Context: an optimization exercise on an open-source flow, tuned for small area and a short achievable clock period. The choices shown serve that exercise and are no tape-out recipe. Where RTL was checked, it was by simulation tests only, not by an equivalence proof against the original. Power figures rest on the tool's default switching activity, not on a simulated workload.

## the baseline
==> flow/design.v <==
module y86_dmem_nor2 (
    input  logic a,
    input  logic b,
    output logic y
);
    assign y = ~(a | b);
endmodule
module y86_dmem_nor3 (
    input  logic a, b, c,
    output logic y
);
    assign y = ~(a | b | c);
endmodule
module y86_dmem_nor4 (
    input  logic a, b, c, d,
    output logic y
);
    assign y = ~(a | b | c | d);
endmodule
module y86_dmem_nand3 (
    input  logic a, b, c,
    output logic y
);
    assign y = ~(a & b & c);
endmodule
module y86_dmem_nand4 (
    input  logic a, b, c, d,
    output logic y
);
    assign y = ~(a & b & c & d);
endmodule
module y86_dmem_zero59 (
    input  logic [58:0] x,
    output logic [3:0]  z_n
);
    logic [14:0] g;    
    for (genvar k = 0; k < 14; k++) begin : g_l1
        y86_dmem_nor4 u_n (.a(x[4*k]), .b(x[4*k+1]), .c(x[4*k+2]), .d(x[4*k+3]), .y(g[k]));
    end
    y86_dmem_nor3 u_n14 (.a(x[56]), .b(x[57]), .c(x[58]), .y(g[14]));
    for (genvar j = 0; j < 3; j++) begin : g_l2
        y86_dmem_nand4 u_a (.a(g[4*j]), .b(g[4*j+1]), .c(g[4*j+2]), .d(g[4*j+3]), .y(z_n[j]));
    end
    y86_dmem_nand3 u_a3 (.a(g[12]), .b(g[13]), .c(g[14]), .y(z_n[3]));
endmodule
module y86_dmem_predec (
    input  logic [4:0] a,
    output logic [3:0] lo_n,
    output logic [5:0] hi_n
);
    for (genvar j = 0; j < 4; j++) begin : g_lo
        assign lo_n[j] = ~(a[1:0] == 2'(j));
    end
    for (genvar k = 0; k < 6; k++) begin : g_hi
        assign hi_n[k] = ~(a[4:2] == 3'(k));
    end
endmodule
module y86_dmem_seldec (
    input  logic [3:0]  lo_n,
    input  logic [5:0]  hi_n,
    output logic [19:0] sel
);
    for (genvar i = 0; i < 20; i++) begin : g_sel
        y86_dmem_nor2 u_n (.a(lo_n[(i + 1) % 4]), .b(hi_n[(i + 1) / 4]), .y(sel[i]));
    end
endmodule
module y86_dmem_inv (
    input  logic a,
    output logic y
);
    assign y = ~a;
endmodule
module y86_dmem_nand2 (
    input  logic a, b,
    output logic y
);
    assign y = ~(a & b);
endmodule
module y86_dmem_fpredec (
    input  logic [4:0] a,
    output logic [3:0] lo_n,
    output logic [5:0] hi_n
);
    logic [4:0] an;
    for (genvar b = 0; b < 5; b++) begin : g_inv
        y86_dmem_inv u_i (.a(a[b]), .y(an[b]));
    end
    for (genvar j = 0; j < 4; j++) begin : g_lo
        y86_dmem_nand2 u_n (
            .a(j[0] ? a[0] : an[0]), .b(j[1] ? a[1] : an[1]), .y(lo_n[j])
        );
    end
    for (genvar k = 0; k < 6; k++) begin : g_hi
        y86_dmem_nand3 u_n (
            .a(k[0] ? a[2] : an[2]), .b(k[1] ? a[3] : an[3]), .c(k[2] ? a[4] : an[4]),
            .y(hi_n[k])
        );
    end
endmodule
module y86_dmem_fdec (
    input  logic [4:0]  a,
    output logic [19:0] sel
);
    logic [3:0] lo_n;
    logic [5:0] hi_n;
    y86_dmem_fpredec u_p (.a(a), .lo_n(lo_n), .hi_n(hi_n));
    y86_dmem_seldec  u_s (.lo_n(lo_n), .hi_n(hi_n), .sel(sel));
endmodule
module y86_dmem_dec (
    input  logic [4:0]  a,
    output logic [19:0] sel
);
    logic [3:0] lo_n;
    logic [5:0] hi_n;
    y86_dmem_predec u_p (.a(a), .lo_n(lo_n), .hi_n(hi_n));
    y86_dmem_seldec u_s (.lo_n(lo_n), .hi_n(hi_n), .sel(sel));
endmodule
module y86_dmem_aoi222 (
    input  logic a1, a2, b1, b2, c1, c2,
    output logic y
);
    assign y = ~((a1 & a2) | (b1 & b2) | (c1 & c2));
endmodule
module y86_dmem_rdbit (
    input  logic [19:0] sel,
    input  logic [19:0] d,
    input  logic        en,
    output logic        q
);
    logic [6:0] t;
    for (genvar k = 0; k < 6; k++) begin : g_aoi
        y86_dmem_aoi222 u_g (
            .a1(sel[3*k]), .a2(d[3*k]), .b1(sel[3*k+1]), .b2(d[3*k+1]),
            .c1(sel[3*k+2]), .c2(d[3*k+2]), .y(t[k])
        );
    end
    assign t[6] = ~((sel[18] & d[18]) | (sel[19] & d[19]));
    assign q = (~&t[3:0] | ~&t[6:4]) & en;
endmodule
module y86_dmem_rdbit_noen (
    input  logic [19:0] sel,
    input  logic [19:0] d,
    output logic        q
);
    logic [6:0] t;
    for (genvar k = 0; k < 6; k++) begin : g_aoi
        y86_dmem_aoi222 u_g (
            .a1(sel[3*k]), .a2(d[3*k]), .b1(sel[3*k+1]), .b2(d[3*k+1]),
            .c1(sel[3*k+2]), .c2(d[3*k+2]), .y(t[k])
        );
    end
    assign t[6] = ~((sel[18] & d[18]) | (sel[19] & d[19]));
    assign q = ~&t[3:0] | ~&t[6:4];
endmodule
module y86_dmem_wrmux (
    input  logic        we,
    input  logic        hold,
    input  logic [63:0] wd,
    input  logic [63:0] q,
    output logic [63:0] d
);
    assign d = (wd & {64{we}}) | (q & {64{hold}});
endmodule
module y86_data_mem (
    input  logic        clk,
    input  logic        res,
    input  logic        req,
    input  logic        read,
    input  logic        write,
    input  logic [63:0] addr,
    input  logic [63:0] data,
    output logic        ready,
    output logic        done,
    output logic [63:0] valM,
    output logic        memerr,
    output logic        err_sticky,
    input  logic [63:0] dbg_addr,
    output logic [63:0] dbg_data
);
    logic [20*64-1:0] mem_q, mem_d;
    logic        ready_q, done_q, memerr_q, err_sticky_q;
    logic [4:0]  cnt_q;     
    logic [3:0]  rlo_n_q;
    logic [5:0]  rhi_n_q;
    logic        a_hi0, in_range, op_err, wr_ok, rd_ok;
    assign a_hi0    = ~|addr[63:5];
    assign in_range = a_hi0 && (addr[4:0] != 5'd0) && (addr[4:0] <= 5'd20);
    assign op_err   = (read & write) | ((read | write) & ~in_range);
    assign wr_ok    = write & ~read & in_range;
    assign rd_ok    = read & ~write & in_range;
    logic        wr_go, ld;
    logic [4:0]  wa;
    logic [19:0] wsel, we, hold;
    assign wr_go = ready_q & req & wr_ok;
    assign ld    = wr_go | ~ready_q;
    assign wa    = ready_q ? addr[4:0] : cnt_q;
    y86_dmem_dec u_wdec (.a(wa), .sel(wsel));
    for (genvar i = 0; i < 20; i++) begin : g_ent
        assign we[i]   = wr_go & wsel[i];
        assign hold[i] = ~(ld & wsel[i]);
        y86_dmem_wrmux u_wr (
            .we(we[i]), .hold(hold[i]), .wd(data), .q(mem_q[64*i +: 64]), .d(mem_d[64*i +: 64])
        );
    end
    always_ff @(posedge clk) mem_q <= mem_d;
    always_ff @(posedge clk or posedge res) begin
        if (res) begin
            ready_q <= 1'b0;
            cnt_q   <= 5'd1;
        end else begin
            cnt_q   <= cnt_q + 5'd1;
            if (cnt_q == 5'd20) ready_q <= 1'b1;
        end
    end
    logic [3:0]  alo_n;
    logic [5:0]  ahi_n;
    y86_dmem_predec u_apre (.a(addr[4:0]), .lo_n(alo_n), .hi_n(ahi_n));
    always_ff @(posedge clk or posedge res) begin
        if (res) begin
            done_q       <= 1'b0;
            memerr_q     <= 1'b0;
            err_sticky_q <= 1'b0;
            rlo_n_q      <= '1;
            rhi_n_q      <= '1;
        end else begin
            done_q <= req & ready_q;
            if (req & ready_q) begin
                memerr_q     <= op_err;
                err_sticky_q <= err_sticky_q | op_err;
                rlo_n_q      <= alo_n;
                rhi_n_q      <= rd_ok ? ahi_n : 6'h3f;
            end
        end
    end
    logic [3:0] d_hi_n;
    y86_dmem_zero59 u_dz (.x(dbg_addr[63:5]), .z_n(d_hi_n));
    for (genvar s = 0; s < 4; s++) begin : g_slice
        logic [19:0] dsel, rsel;
        logic        d_hi0;    
        y86_dmem_nor4 u_dz (.a(d_hi_n[0]), .b(d_hi_n[1]), .c(d_hi_n[2]), .d(d_hi_n[3]), .y(d_hi0));
        y86_dmem_fdec u_ddec (.a(dbg_addr[4:0]), .sel(dsel));
        y86_dmem_seldec u_rdec (.lo_n(rlo_n_q), .hi_n(rhi_n_q), .sel(rsel));
        for (genvar b = 16 * s; b < 16 * s + 16; b++) begin : g_bit
            logic [19:0] mb;
            for (genvar i = 0; i < 20; i++) begin : g_mb
                assign mb[i] = mem_q[64*i + b];
            end
            y86_dmem_rdbit_noen u_rd  (.sel(rsel), .d(mb), .q(valM[b]));
            y86_dmem_rdbit      u_dbg (.sel(dsel), .d(mb), .en(d_hi0), .q(dbg_data[b]));
        end
    end
    assign ready      = ready_q;
    assign done       = done_q;
    assign memerr     = memerr_q;
    assign err_sticky = err_sticky_q;
endmodule
clock: 6.0 ns
lec_check: 0
cap_margin: 20
core_margin: 2
core_utilization: 40
cts_cluster_diameter: 80
cts_cluster_size: 25
setup_slack_margin: 2.0
slew_margin: 20
synth_hierarchical: 1
tns_end_percent: 10
standard.sh (not shown) runs the stock make flow with config.mk's settings and CLKGATE_MAP_FILE= SYNTH_SCRIPT=/design/flow/synth_recipe.tcl, a recipe that flattens the netlist after the stock synthesis.
==> flow/flow/run.sh <==
#!/bin/bash
# Standard synthesis and layout, with small port buffers, Yosys/ABC's buffers removed
# before placement (repair_design re-buffers what needs it), and timing repair free to
# resize gates across footprints.
set -euo pipefail
bash standard.sh \
  'BUFFER_PORTS_ARGS=-buffer_cell sky130_fd_sc_hd__buf_1' \
  REMOVE_ABC_BUFFERS=1 \
  MATCH_CELL_FOOTPRINT=0 \
  finish > standard.log 2>&1
> inputs changed (the baseline -> the candidate)
--- a/flow/design.v
+++ b/flow/design.v
@@ -63,48 +63,6 @@
     for (genvar i = 0; i < 20; i++) begin : g_sel
         y86_dmem_nor2 u_n (.a(lo_n[(i + 1) % 4]), .b(hi_n[(i + 1) / 4]), .y(sel[i]));
     end
-endmodule
-module y86_dmem_inv (
-    input  logic a,
-    output logic y
-);
-    assign y = ~a;
-endmodule
-module y86_dmem_nand2 (
-    input  logic a, b,
-    output logic y
-);
-    assign y = ~(a & b);
-endmodule
-module y86_dmem_fpredec (
-    input  logic [4:0] a,
-    output logic [3:0] lo_n,
-    output logic [5:0] hi_n
-);
-    logic [4:0] an;
-    for (genvar b = 0; b < 5; b++) begin : g_inv
-        y86_dmem_inv u_i (.a(a[b]), .y(an[b]));
-    end
-    for (genvar j = 0; j < 4; j++) begin : g_lo
-        y86_dmem_nand2 u_n (
-            .a(j[0] ? a[0] : an[0]), .b(j[1] ? a[1] : an[1]), .y(lo_n[j])
-        );
-    end
-    for (genvar k = 0; k < 6; k++) begin : g_hi
-        y86_dmem_nand3 u_n (
-            .a(k[0] ? a[2] : an[2]), .b(k[1] ? a[3] : an[3]), .c(k[2] ? a[4] : an[4]),
-            .y(hi_n[k])
-        );
-    end
-endmodule
-module y86_dmem_fdec (
-    input  logic [4:0]  a,
-    output logic [19:0] sel
-);
-    logic [3:0] lo_n;
-    logic [5:0] hi_n;
-    y86_dmem_fpredec u_p (.a(a), .lo_n(lo_n), .hi_n(hi_n));
-    y86_dmem_seldec  u_s (.lo_n(lo_n), .hi_n(hi_n), .sel(sel));
 endmodule
 module y86_dmem_dec (
     input  logic [4:0]  a,
@@ -238,7 +196,7 @@
         logic [19:0] dsel, rsel;
         logic        d_hi0;    
         y86_dmem_nor4 u_dz (.a(d_hi_n[0]), .b(d_hi_n[1]), .c(d_hi_n[2]), .d(d_hi_n[3]), .y(d_hi0));
-        y86_dmem_fdec u_ddec (.a(dbg_addr[4:0]), .sel(dsel));
+        y86_dmem_dec u_ddec (.a(dbg_addr[4:0]), .sel(dsel));
         y86_dmem_seldec u_rdec (.lo_n(rlo_n_q), .hi_n(rhi_n_q), .sel(rsel));
         for (genvar b = 16 * s; b < 16 * s + 16; b++) begin : g_bit
             logic [19:0] mb;
## What came out
- Against the baseline, the candidate reports a final cell count that is lower.
- Relative to the baseline, detailed route wirelength on metal3 has decreased by 2.2% in the candidate.
- Between the candidate and the baseline, the global-route usage over all layers figures differ only marginally.
- The candidate vs the baseline on clock network power share: the candidate is the higher one.
- The baseline → the candidate: total setup buffers inserted after CTS decreased 49; via density per instance went up by 0.35%; total routed wirelength fell by 0.36%; source-to-sink clock delay at the later pin of the worst-skew pair went down 50 ps.
For the baseline, only the layout was checked, not whether the RTL still works.

==> separate check: timing with driven ports <==
How much do the figures lean on ideal ports? The routed layouts below were timed once more, with nothing changed but the port constraints. Step 1 sets driving cells, clkbuf_16 on the clock port and buf_2 on the other inputs (assumed; they add their load-dependent delay and slew). Step 2 adds t to the input delays and takes it off the output delays; t is the mean of the earliest and latest rising clock arrival at the registers after step 1. Input paths then give back, and output paths get back, about the clock's delay inside the block. Slacks: ideal ports / drivers / drivers and shift; pairs: ideal ports / drivers.
run | t (ns) | slack for setup (ns) | latest minus earliest clock arrival (ns) | worst data-port slew with drivers (ns) | pins driven straight from the clock port
the baseline | 0.810 | 1.481 / 1.431 / 1.065 | 0.038 / 0.037 | 0.29 | 1
the candidate | 0.758 | 1.534 / 1.318 / 1.051 | 0.046 / 0.046 | 0.33 | 1
After both steps setup and hold are still met in every run listed. The setup slack of the candidate, which loses most, moves by -0.216 ns with the drivers and by -0.483 ns with both steps.
